Source: an optimization exercise on an open RTL-to-GDS flow (aim: small area, a short achievable clock period and few clock cycles per item). Production flows keep margins and buffers that such runs may drop. In this exercise RTL edits were held to simulation tests only and were not proved equivalent to the original.

==> module md_lr_top, before the edit <==
module md_lr_top (
  input  logic                         clk,
  input  logic                         rst,
  output logic                         pready,
  input  logic                         pvalid,
  input  logic [md_lr_pkg::PADDRW-1:0] paddr,
  input  md_lr_pkg::particle_t         pwdata,
  input  logic                         plast,
  input  logic                         fready,
  output logic                         fvalid,
  output logic [md_lr_pkg::PADDRW-1:0] faddr,
  output logic                         flast,
  output md_lr_pkg::force_t            fdata
);
  localparam int NP = md_lr_pkg::MAXNUMP;
  localparam int AW = md_lr_pkg::PADDRW;
  localparam int QW = md_lr_pkg::QW;
  localparam int CW = 3 * md_lr_pkg::GADDRW;       
  localparam int PW = CW + QW;
  logic [PW-1:0] lb [NP];
  logic [AW-1:0] wp;                    
  logic [AW-1:0] rb;                    
  logic [AW:0]   used;                  
  logic [1:0]    dcnt;                  
  logic [AW-1:0] d0_b, d0_n, d1_b, d1_n, d2_b, d2_n;  
  logic [CW-1:0] cb_c [NP];             
  logic [QW-1:0] cb_q [NP];             
  logic [NP-1:0] cb_m;                  
  logic          q_pend;                
  logic [AW-1:0] q_n;                   
  logic          cb_valid;              
  logic [AW-1:0] cb_n;
  logic [AW-1:0] idx;                   
  logic [AW-1:0] sp;                    
  logic [CW-1:0] pos;                   
  logic          s1_v, s1_l;
  logic [AW-1:0] s1_a;
  logic [NP*9-1:0] s1_cls;
  logic          s2_v, s2_l;
  logic [AW-1:0] s2_a;
  logic          k_v, k_l;              
  logic [AW-1:0] k_a;
  logic [13:0]   k_x, k_y, k_z;
  logic          accept, f_free, s2_adv, s1_adv, issue, idx_last;
  logic          copy_c, copy_q, done;
  logic [AW:0]   used_nxt;
  logic [1:0]    dcnt_nxt;
  logic [AW-1:0] fr_n;                  
  logic [NP-1:0] mask;                  
  assign accept   = pvalid & pready;
  assign f_free   = ~fvalid | fready;
  assign issue    = cb_valid & s1_adv;
  logic          s1_v_n, s2_v_n, k_v_n, s2_adv_n;
  logic [AW-1:0] idx_n, cb_n_n;
  assign s1_v_n   = s1_adv ? issue : s1_v;
  assign s2_v_n   = s2_adv ? s1_v : s2_v;
  assign k_v_n    = ~f_free & (k_v | s2_v);
  assign s2_adv_n = ~s2_v_n | ~k_v_n;
  assign idx_n    = issue ? (idx_last ? '0 : idx + 1'b1) : idx;
  assign cb_n_n   = copy_c ? d0_n : cb_n;
  assign done     = accept & plast;     
  assign copy_c = (dcnt != 2'd0) & ~q_pend & (~cb_valid | (issue & idx_last));
  assign copy_q = (q_pend | (copy_c & ~issue)) & (~s1_v | s2_adv);
  assign fr_n   = q_pend ? q_n : d0_n;
  assign used_nxt = used + (AW+1)'(accept) - (copy_q ? (AW+1)'(fr_n) + 1'b1 : '0);
  assign dcnt_nxt = dcnt + 2'(done) - 2'(copy_c);
  logic          cb_valid_n, q_pend_n, issue_n, idx_last_n, copy_c_n, copy_q_n;
  assign cb_valid_n = copy_c | (cb_valid & ~(issue & idx_last));
  assign q_pend_n   = (q_pend | copy_c) & ~copy_q;
  assign issue_n    = cb_valid_n & (~s1_v_n | s2_adv_n);
  assign idx_last_n = (idx_n == cb_n_n);
  assign copy_c_n   = (dcnt_nxt != 2'd0) & ~q_pend_n & (~cb_valid_n | (issue_n & idx_last_n));
  assign copy_q_n   = (q_pend_n | (copy_c_n & ~issue_n)) & (~s1_v_n | s2_adv_n);
  for (genvar j = 0; j < NP; j++) begin : g_mask
    logic [AW-1:0] off;
    assign off     = AW'(j) - d0_b;
    assign mask[j] = (off <= d0_n);
  end
  always_ff @(posedge clk) begin
    if (rst) begin
      pready   <= 1'b1;
      wp       <= '0;
      rb       <= '0;
      used     <= '0;
      dcnt     <= '0;
      q_pend   <= 1'b0;
      cb_valid <= 1'b0;
      idx      <= '0;
      s1_v     <= 1'b0;
      s2_v     <= 1'b0;
      k_v      <= 1'b0;
      s1_adv   <= 1'b1;
      s2_adv   <= 1'b1;
      fvalid   <= 1'b0;
    end else begin
      pready   <= (used_nxt != (AW+1)'(NP)) & (dcnt_nxt != 2'd3);
      used     <= used_nxt;
      dcnt     <= dcnt_nxt;
      if (accept) begin
        wp <= wp + 1'b1;
      end
      if (done) begin
        rb <= wp + 1'b1;
      end
      q_pend   <= q_pend_n;
      cb_valid <= cb_valid_n;
      idx      <= idx_n;
      s1_v     <= s1_v_n;
      s2_v     <= s2_v_n;
      s2_adv   <= s2_adv_n;
      s1_adv   <= ~s1_v_n | s2_adv_n;
      if (f_free) begin
        fvalid <= k_v | s2_v;
        k_v    <= 1'b0;
      end else if (!k_v) begin
        k_v    <= s2_v;
      end
    end
  end
  logic [CW-1:0] nxt;
  assign nxt = cb_c[sp + 1'b1];
  always_ff @(posedge clk) begin
    idx_last <= idx_last_n;
    for (int j = 0; j < NP; j++) begin
      if (accept && wp == AW'(j)) begin
        lb[j] <= pwdata;
      end
    end
    if (copy_c) begin
      d0_b <= d1_b;
      d0_n <= d1_n;
      d1_b <= d2_b;
      d1_n <= d2_n;
    end
    if (done) begin
      case (dcnt - 2'(copy_c))
        2'd0:    begin d0_b <= rb; d0_n <= paddr; end
        2'd1:    begin d1_b <= rb; d1_n <= paddr; end
        default: begin d2_b <= rb; d2_n <= paddr; end
      endcase
    end
    if (copy_c) begin
      for (int j = 0; j < NP; j++) begin
        cb_c[j] <= lb[j][PW-1:QW];
      end
      cb_m <= mask;
      cb_n <= d0_n;
      q_n  <= d0_n;
      sp   <= d0_b;
      pos  <= lb[d0_b][PW-1:QW];
    end else if (issue) begin
      sp  <= sp + 1'b1;
      pos <= nxt;
    end
    if (copy_q) begin
      for (int j = 0; j < NP; j++) begin
        cb_q[j] <= lb[j][QW-1:0];
      end
    end
  end
  logic [NP*CW-1:0] cells;
  logic [NP*QW-1:0] charges;
  logic [NP*9-1:0]  cls;
  logic [13:0]      fx, fy, fz;
  for (genvar j = 0; j < NP; j++) begin : g_slot
    assign cells[j*CW +: CW]   = cb_c[j];
    assign charges[j*QW +: QW] = cb_q[j];
  end
  force_class u_class (
    .cells (cells),
    .valid (cb_m),
    .pos   (pos),
    .cls   (cls)
  );
  force_gather u_gather (
    .clk     (clk),
    .en      (s2_adv),
    .cls     (s1_cls),
    .charges (charges),
    .fx      (fx),
    .fy      (fy),
    .fz      (fz)
  );
  always_ff @(posedge clk) begin
    if (s1_adv) begin
      s1_l   <= idx_last;
      s1_a   <= idx;
      s1_cls <= cls;
    end
    if (s2_adv) begin
      s2_l <= s1_l;
      s2_a <= s1_a;
    end
    if (f_free) begin
      flast    <= k_v ? k_l : s2_l;
      faddr    <= k_v ? k_a : s2_a;
      fdata.fx <= 18'(signed'(k_v ? k_x : fx));
      fdata.fy <= 18'(signed'(k_v ? k_y : fy));
      fdata.fz <= 18'(signed'(k_v ? k_z : fz));
    end else if (!k_v) begin
      k_l <= s2_l;
      k_a <= s2_a;
      k_x <= fx;
      k_y <= fy;
      k_z <= fz;
    end
  end
endmodule
==> flow/config.mk <==
export PLATFORM = sky130hd
export DESIGN_NAME = md_lr_top
export DESIGN_NICKNAME = md_lr_top
export VERILOG_FILES = /design/flow/design.v
export SDC_FILE = /design/flow/constraint.sdc
export NUM_CORES = 4
export LEC_CHECK = 0
export ABC_AREA = 1
export CAP_MARGIN = 50
export CORE_MARGIN = 2
export CORE_UTILIZATION = 40
export SLEW_MARGIN = 70
==> flow/constraint.sdc <==
create_clock -name core_clock -period 10.0 [get_ports {clk}]
set_input_delay 2.0000 -clock core_clock [delete_from_list [all_inputs] [get_ports {clk}]]
set_output_delay 2.0000 -clock core_clock [all_outputs]
set_load 0.01 [all_outputs]
run.sh (not shown) runs the stock make flow with config.mk's settings and CLKGATE_MAP_FILE= SYNTH_SCRIPT=/design/flow/synth_recipe.tcl, a recipe that flattens the netlist after the stock synthesis.
Testbench counts at the start, summed over its fixed seeds: cycles 1,436, items 1,214.
Then changed:
--- a/flow/design.v
+++ b/flow/design.v
@@ -1722,9 +1722,9 @@
       s1_adv   <= 1'b1;
       s2_adv   <= 1'b1;
       fvalid   <= 1'b0;
     end else begin
-      pready   <= (used_nxt != (AW+1)'(NP)) & (dcnt_nxt != 2'd3);
+      pready   <= ((used_nxt != (AW+1)'(NP)) | copy_q_n) & ((dcnt_nxt != 2'd3) | copy_c_n);
       used     <= used_nxt;
       dcnt     <= dcnt_nxt;
       if (accept) begin
         wp <= wp + 1'b1;
What happened: The new run produced a clean layout. Worst hold slack loses 0.0060 ns. Non-clock buffer count drops by 2. Worst setup slack loses 0.079 ns. Clock-buffer cell count climbs by 7. Core utilization drops by 0.15 points. Final area drops by 0.33%. Global-route usage drops by 0.93 points. Wire length drops by about 3.5%. Clock skew drops by 0.044 ns. Maximum frequency drops by about 2%.
Testbench counts after the change, summed over its fixed seeds: cycles 1,402, items 1,214.

-- static timing again, ports no longer ideal --
The results above use ideal ports. As a check the final layouts listed here were re-extracted and re-timed, cells and wires unchanged. Step 1 (the two cells are an assumption about what drives the block):
set clk [get_ports {clk}]
set_driving_cell -lib_cell sky130_fd_sc_hd__clkbuf_16 $clk
set_driving_cell -lib_cell sky130_fd_sc_hd__buf_2 [delete_from_list [all_inputs] $clk]
Step 2 also shifts input and output timing later by t, the mid clock arrival at the registers, as if the neighbouring blocks saw the same clock. a / b / c = no drivers / after step 1 / after step 2; a / b = the first two.
run	t (ns)	slack for setup (ns)	latest minus earliest clock arrival (ns)
the first run	0.807	6.147 / 6.147 / 5.553	0.107 / 0.106
the second run	0.799	6.068 / 6.068 / 5.437	0.058 / 0.058
After both steps every run listed still meets setup and hold. The setup slack of the second run, which loses most, moves by 0.000 ns with the drivers and by -0.631 ns with both steps.
